This design comes from an exercise in tuning for small area and a short achievable clock period on the open sky130 flow, not from production work.
Function was checked by simulation only, so behaviour that the tests miss may differ from the original.
The clock input has no modelled driver; a real chip could not lean on it and would need a root buffer or a full tree.
Power is estimated from default activity; no workload was simulated.

Design core_top, start of the top module:
module core_top #(
  parameter int reset_pulse_cycles = 1048576
) (
  input  logic                          clk_74a,
  input  logic                          pll_core_locked,
  input  logic [core_pkg::bridge_w-1:0] bridge_addr,
  input  logic                          bridge_wr,
  input  logic [core_pkg::bridge_w-1:0] bridge_wr_data,
  input  logic [31:0]                   cont1_joy,
  input  logic [core_pkg::bridge_w-1:0] rtc_date,
  input  logic [core_pkg::bridge_w-1:0] rtc_time,
  input  logic [core_pkg::rgb_w-1:0]    rgb_in,
  input  logic                          de_in,
  input  logic                          vs_in,
  input  logic [core_pkg::chan_w-1:0]   snap_index,
  output logic                          core_reset,
  output logic [core_pkg::chan_w-1:0]   stick_x,
  output logic [core_pkg::chan_w-1:0]   stick_y,
  output logic [23:0]                   video_rgb,
  output logic                          video_de,
  output logic [core_pkg::rtc_w-1:0]    rtc_word
);
Size: roughly 990 cells after synthesis, about 300 I/O pins, about 9300 um^2 of cells after synthesis.
Settings: LEC_CHECK=0, CAP_MARGIN=20, CORE_MARGIN=2, CORE_UTILIZATION=40, SLEW_MARGIN=20, TNS_END_PERCENT=0; clock period 18.0 ns.
standard.sh (not shown) runs the stock make flow with config.mk's settings and CLKGATE_MAP_FILE= SYNTH_SCRIPT=/design/flow/synth_recipe.tcl, a recipe that flattens the netlist after the stock synthesis.
==> flow/flow/run.sh <==
#!/bin/bash
# The standard layout (standard.sh), with these changes to how it is made:
# - the ports get the smallest buffer (buf_1) instead of the delay buffer
#   buffer_ports picks by itself;
# - after synthesis, polar.py removes inverters between adder cells by
#   flipping full adders (a full adder is self-dual), without touching the
#   registers or changing the logic function;
# - after global placement, the gate that makes core_reset gets its own
#   buffer on pll_core_locked (clone_reset_buf.tcl), apart from the reset tree;
# - after clock tree synthesis, its 17-buffer H-tree is replaced by a root
#   buffer and leaf buffers over equal-size k-means groups of the registers, as many
#   groups (from 8) as keep the estimated clock-pin slew under 95 ps
#   (post_cts.tcl, manual_cts.tcl);
# - timing repair aims for 10.3 ns of setup slack, well beyond the 18 ns
#   constraint, so that it shortens the critical paths.
# - the constant outputs share the tie cells synthesis made, instead of one
#   tie cell per output (SKIP_REPAIR_TIE_FANOUT).
# The constraints (constraint.sdc) and everything else are the standard flow's.
set -eo pipefail
export BUFFER_PORTS_ARGS="-buffer_cell sky130_fd_sc_hd__buf_1"
export SETUP_SLACK_MARGIN=10.5
export SKIP_REPAIR_TIE_FANOUT=1
export CTS_ARGS="-sink_clustering_enable -repair_clock_nets -buf_list sky130_fd_sc_hd__clkbuf_8 -dont_use_dummy_load"
export POST_CTS_TCL=$PWD/flow/post_cts.tcl
export MCTS_LEAVES=8
export MCTS_SLEW_TARGET=0.095
export MCTS_LEAF=sky130_fd_sc_hd__clkbuf_8
export MCTS_ROOT=sky130_fd_sc_hd__clkbuf_8
RES=$PWD/orfs/results/sky130hd/core_top/base
bash standard.sh $RES/1_2_yosys.v 2>&1 | tee standard_0.log
python3 flow/polar.py $RES/1_2_yosys.v $RES/1_2_yosys.v 2>&1 | tee polar.log
bash standard.sh $RES/3_3_place_gp.odb 2>&1 | tee standard_1.log
CLONE_ODB=$RES/3_3_place_gp.odb openroad -no_init -exit flow/clone_reset_buf.tcl 2>&1 | tee clone.log
bash standard.sh 2>&1 | tee standard_2.log
Other scripts of this flow, unchanged in this note and not shown: flow/flow/clone_reset_buf.tcl, flow/flow/manual_cts.tcl, flow/flow/polar.py, flow/flow/post_cts.tcl
The baseline finished clean.
Next try:
--- a/flow/flow/run.sh
+++ b/flow/flow/run.sh
@@ -21 +21 @@
-export SETUP_SLACK_MARGIN=10.5
+export SETUP_SLACK_MARGIN=10.3
- TNS_END_PERCENT: 0 -> 10
Result: Cell count drops by 0.56%; maximum frequency drops by 2.0%; die area stays the same; wire length climbs by 0.63%; core utilization drops by 0.75 points; final area drops by 1.6%; worst setup slack loses 0.16 ns; synthesized cell count does not change; register-to-register slack loses 0.30 ns.
Next try:
- CORE_UTILIZATION: 40 -> 55
- PLACE_DENSITY: default -> 0.8
- TNS_END_PERCENT: 10 -> default
What happened: Fmax is higher by 0.80%. Total power rose by 2.3%. Sequential share of layout area fell by 0.11 points. Wire length shrinks by 2.8%. Utilization grows by 17 points. Design area is about the same. Clock skew grows by 0.0062 ns. Hold slack stays flat. Die area drops by 27%.
In every run of this note, the design's own scripts or RTL, not TritonCTS, make the clock network.

* * *

Another version of the RTL of core_top (not shown whole).
Size: roughly 1100 cells after synthesis, ~300 I/O pins, about 9800 sq um of cells after synthesis.
==> flow/config.mk <==
export PLATFORM = sky130hd
export DESIGN_NAME = core_top
export DESIGN_NICKNAME = core_top
export VERILOG_FILES = /design/flow/design.v
export SDC_FILE = /design/flow/constraint.sdc
export NUM_CORES = 4
export LEC_CHECK = 0
export CAP_MARGIN = 5
export CORE_MARGIN = 2
export CORE_UTILIZATION = 40
export SLEW_MARGIN = 5
==> flow/constraint.sdc <==
create_clock -name core_clock -period 18.0 [get_ports {clk_74a}]
set_input_delay 3.6000 -clock core_clock [delete_from_list [all_inputs] [get_ports {clk_74a}]]
set_output_delay 3.6000 -clock core_clock [all_outputs]
set_load 0.01 [all_outputs]
==> flow/flow/run.sh <==
#!/bin/bash
# The standard layout (standard.sh), with these changes to how it is made:
# - the ports get the smallest buffer (buf_1) instead of the delay buffer
#   buffer_ports picks by itself;
# - after synthesis, polar.py removes inverters between adder cells by
#   flipping full adders (a full adder is self-dual), without touching the
#   registers or changing the logic function;
# - after global placement, the gate that makes core_reset gets its own
#   buffer on pll_core_locked (clone_reset_buf.tcl), apart from the reset tree;
# - after clock tree synthesis, its 17-buffer H-tree is replaced by a root
#   buffer and leaf buffers over k-means groups of the registers, as many
#   groups (from 8) as keep the estimated clock-pin slew under 95 ps
#   (post_cts.tcl, manual_cts.tcl);
# - timing repair aims for 10.3 ns of setup slack, well beyond the 18 ns
#   constraint, so that it shortens the critical paths.
# - the constant outputs share the tie cells synthesis made, instead of one
#   tie cell per output (SKIP_REPAIR_TIE_FANOUT).
# The constraints (constraint.sdc) and everything else are the standard flow's.
set -eo pipefail
export BUFFER_PORTS_ARGS="-buffer_cell sky130_fd_sc_hd__buf_1"
export SETUP_SLACK_MARGIN=10.3
export SKIP_REPAIR_TIE_FANOUT=1
export CTS_ARGS="-sink_clustering_enable -repair_clock_nets -buf_list sky130_fd_sc_hd__clkbuf_8 -dont_use_dummy_load"
export POST_CTS_TCL=$PWD/flow/post_cts.tcl
export MCTS_LEAVES=8
export MCTS_SLEW_TARGET=0.095
export MCTS_LEAF=sky130_fd_sc_hd__clkbuf_8
export MCTS_ROOT=sky130_fd_sc_hd__clkbuf_8
RES=$PWD/orfs/results/sky130hd/core_top/base
bash standard.sh $RES/1_2_yosys.v 2>&1 | tee standard_0.log
python3 flow/polar.py $RES/1_2_yosys.v $RES/1_2_yosys.v 2>&1 | tee polar.log
bash standard.sh $RES/3_3_place_gp.odb 2>&1 | tee standard_1.log
CLONE_ODB=$RES/3_3_place_gp.odb openroad -no_init -exit flow/clone_reset_buf.tcl 2>&1 | tee clone.log
bash standard.sh 2>&1 | tee standard_2.log
Other scripts of this flow, unchanged in this note and not shown: flow/flow/clone_reset_buf.tcl, flow/flow/manual_cts.tcl, flow/flow/polar.py, flow/flow/post_cts.tcl
The baseline passed the timing, design-rule and antenna checks.
Then changed:
--- a/flow/flow/run.sh
+++ b/flow/flow/run.sh
@@ -22,2 +22,3 @@
 export SKIP_REPAIR_TIE_FANOUT=1
+export REMOVE_ABC_BUFFERS=1
 export CTS_ARGS="-sink_clustering_enable -repair_clock_nets -buf_list sky130_fd_sc_hd__clkbuf_8 -dont_use_dummy_load"
Settings changed: CAP_MARGIN 5 to 20, SLEW_MARGIN 5 to 20.
What happened:
- worst setup slack loses 0.044 ns
- clock skew drops by 0.012 ns
- wire length grows by 14%
- sequential share of layout area goes down by 0.19 points
- total power is higher by 1.3%
- synthesized area does not change
- cell area rose by 0.63%
- critical path depth is unchanged
- global-route usage goes up by 2.6 points
- first-iteration DRC count decreases by 12%
- via count grows by 2.5%
In every run of this note, the design's own scripts or RTL, not TritonCTS, make the clock network.

[re-timing with driven ports]
No port has a modelled driver above. Below, the same layouts with a new extraction and two added sets of constraints. Step 1 assumes that a clkbuf_16 drives the clock port and a buf_2 every other input. Step 2 also shifts input and output timing later by t, the mid clock arrival at the registers, as if the neighbouring blocks saw the same clock. Three values: ideal ports, drivers, drivers and shift; two values: the first two.
| run | shift t [ns] | setup WS [ns] | worst setup path at the end | slew at the worst register clock pin (ns) |
|---|---|---|---|---|
| the first run of note 1 | 0.424 | 10.460 / 10.425 / 10.105 | input to register | 0.09 / 0.09 |
| the second run of note 1 | 0.426 | 10.303 / 10.312 / 9.886 | input to register | 0.08 / 0.08 |
| the third run of note 1 | 0.431 | 10.364 / 10.373 / 9.942 | input to register | 0.08 / 0.08 |
| the first run of note 2 | 0.467 | 10.446 / 10.423 / 10.007 | input to register | 0.09 / 0.09 |
| the second run of note 2 | 0.462 | 10.402 / 10.382 / 9.953 | input to register | 0.08 / 0.08 |
After both steps every run listed still meets setup and hold. For the second run of note 2, which loses most, drivers alone change the setup slack by -0.020 ns; drivers and shift together by -0.449 ns.
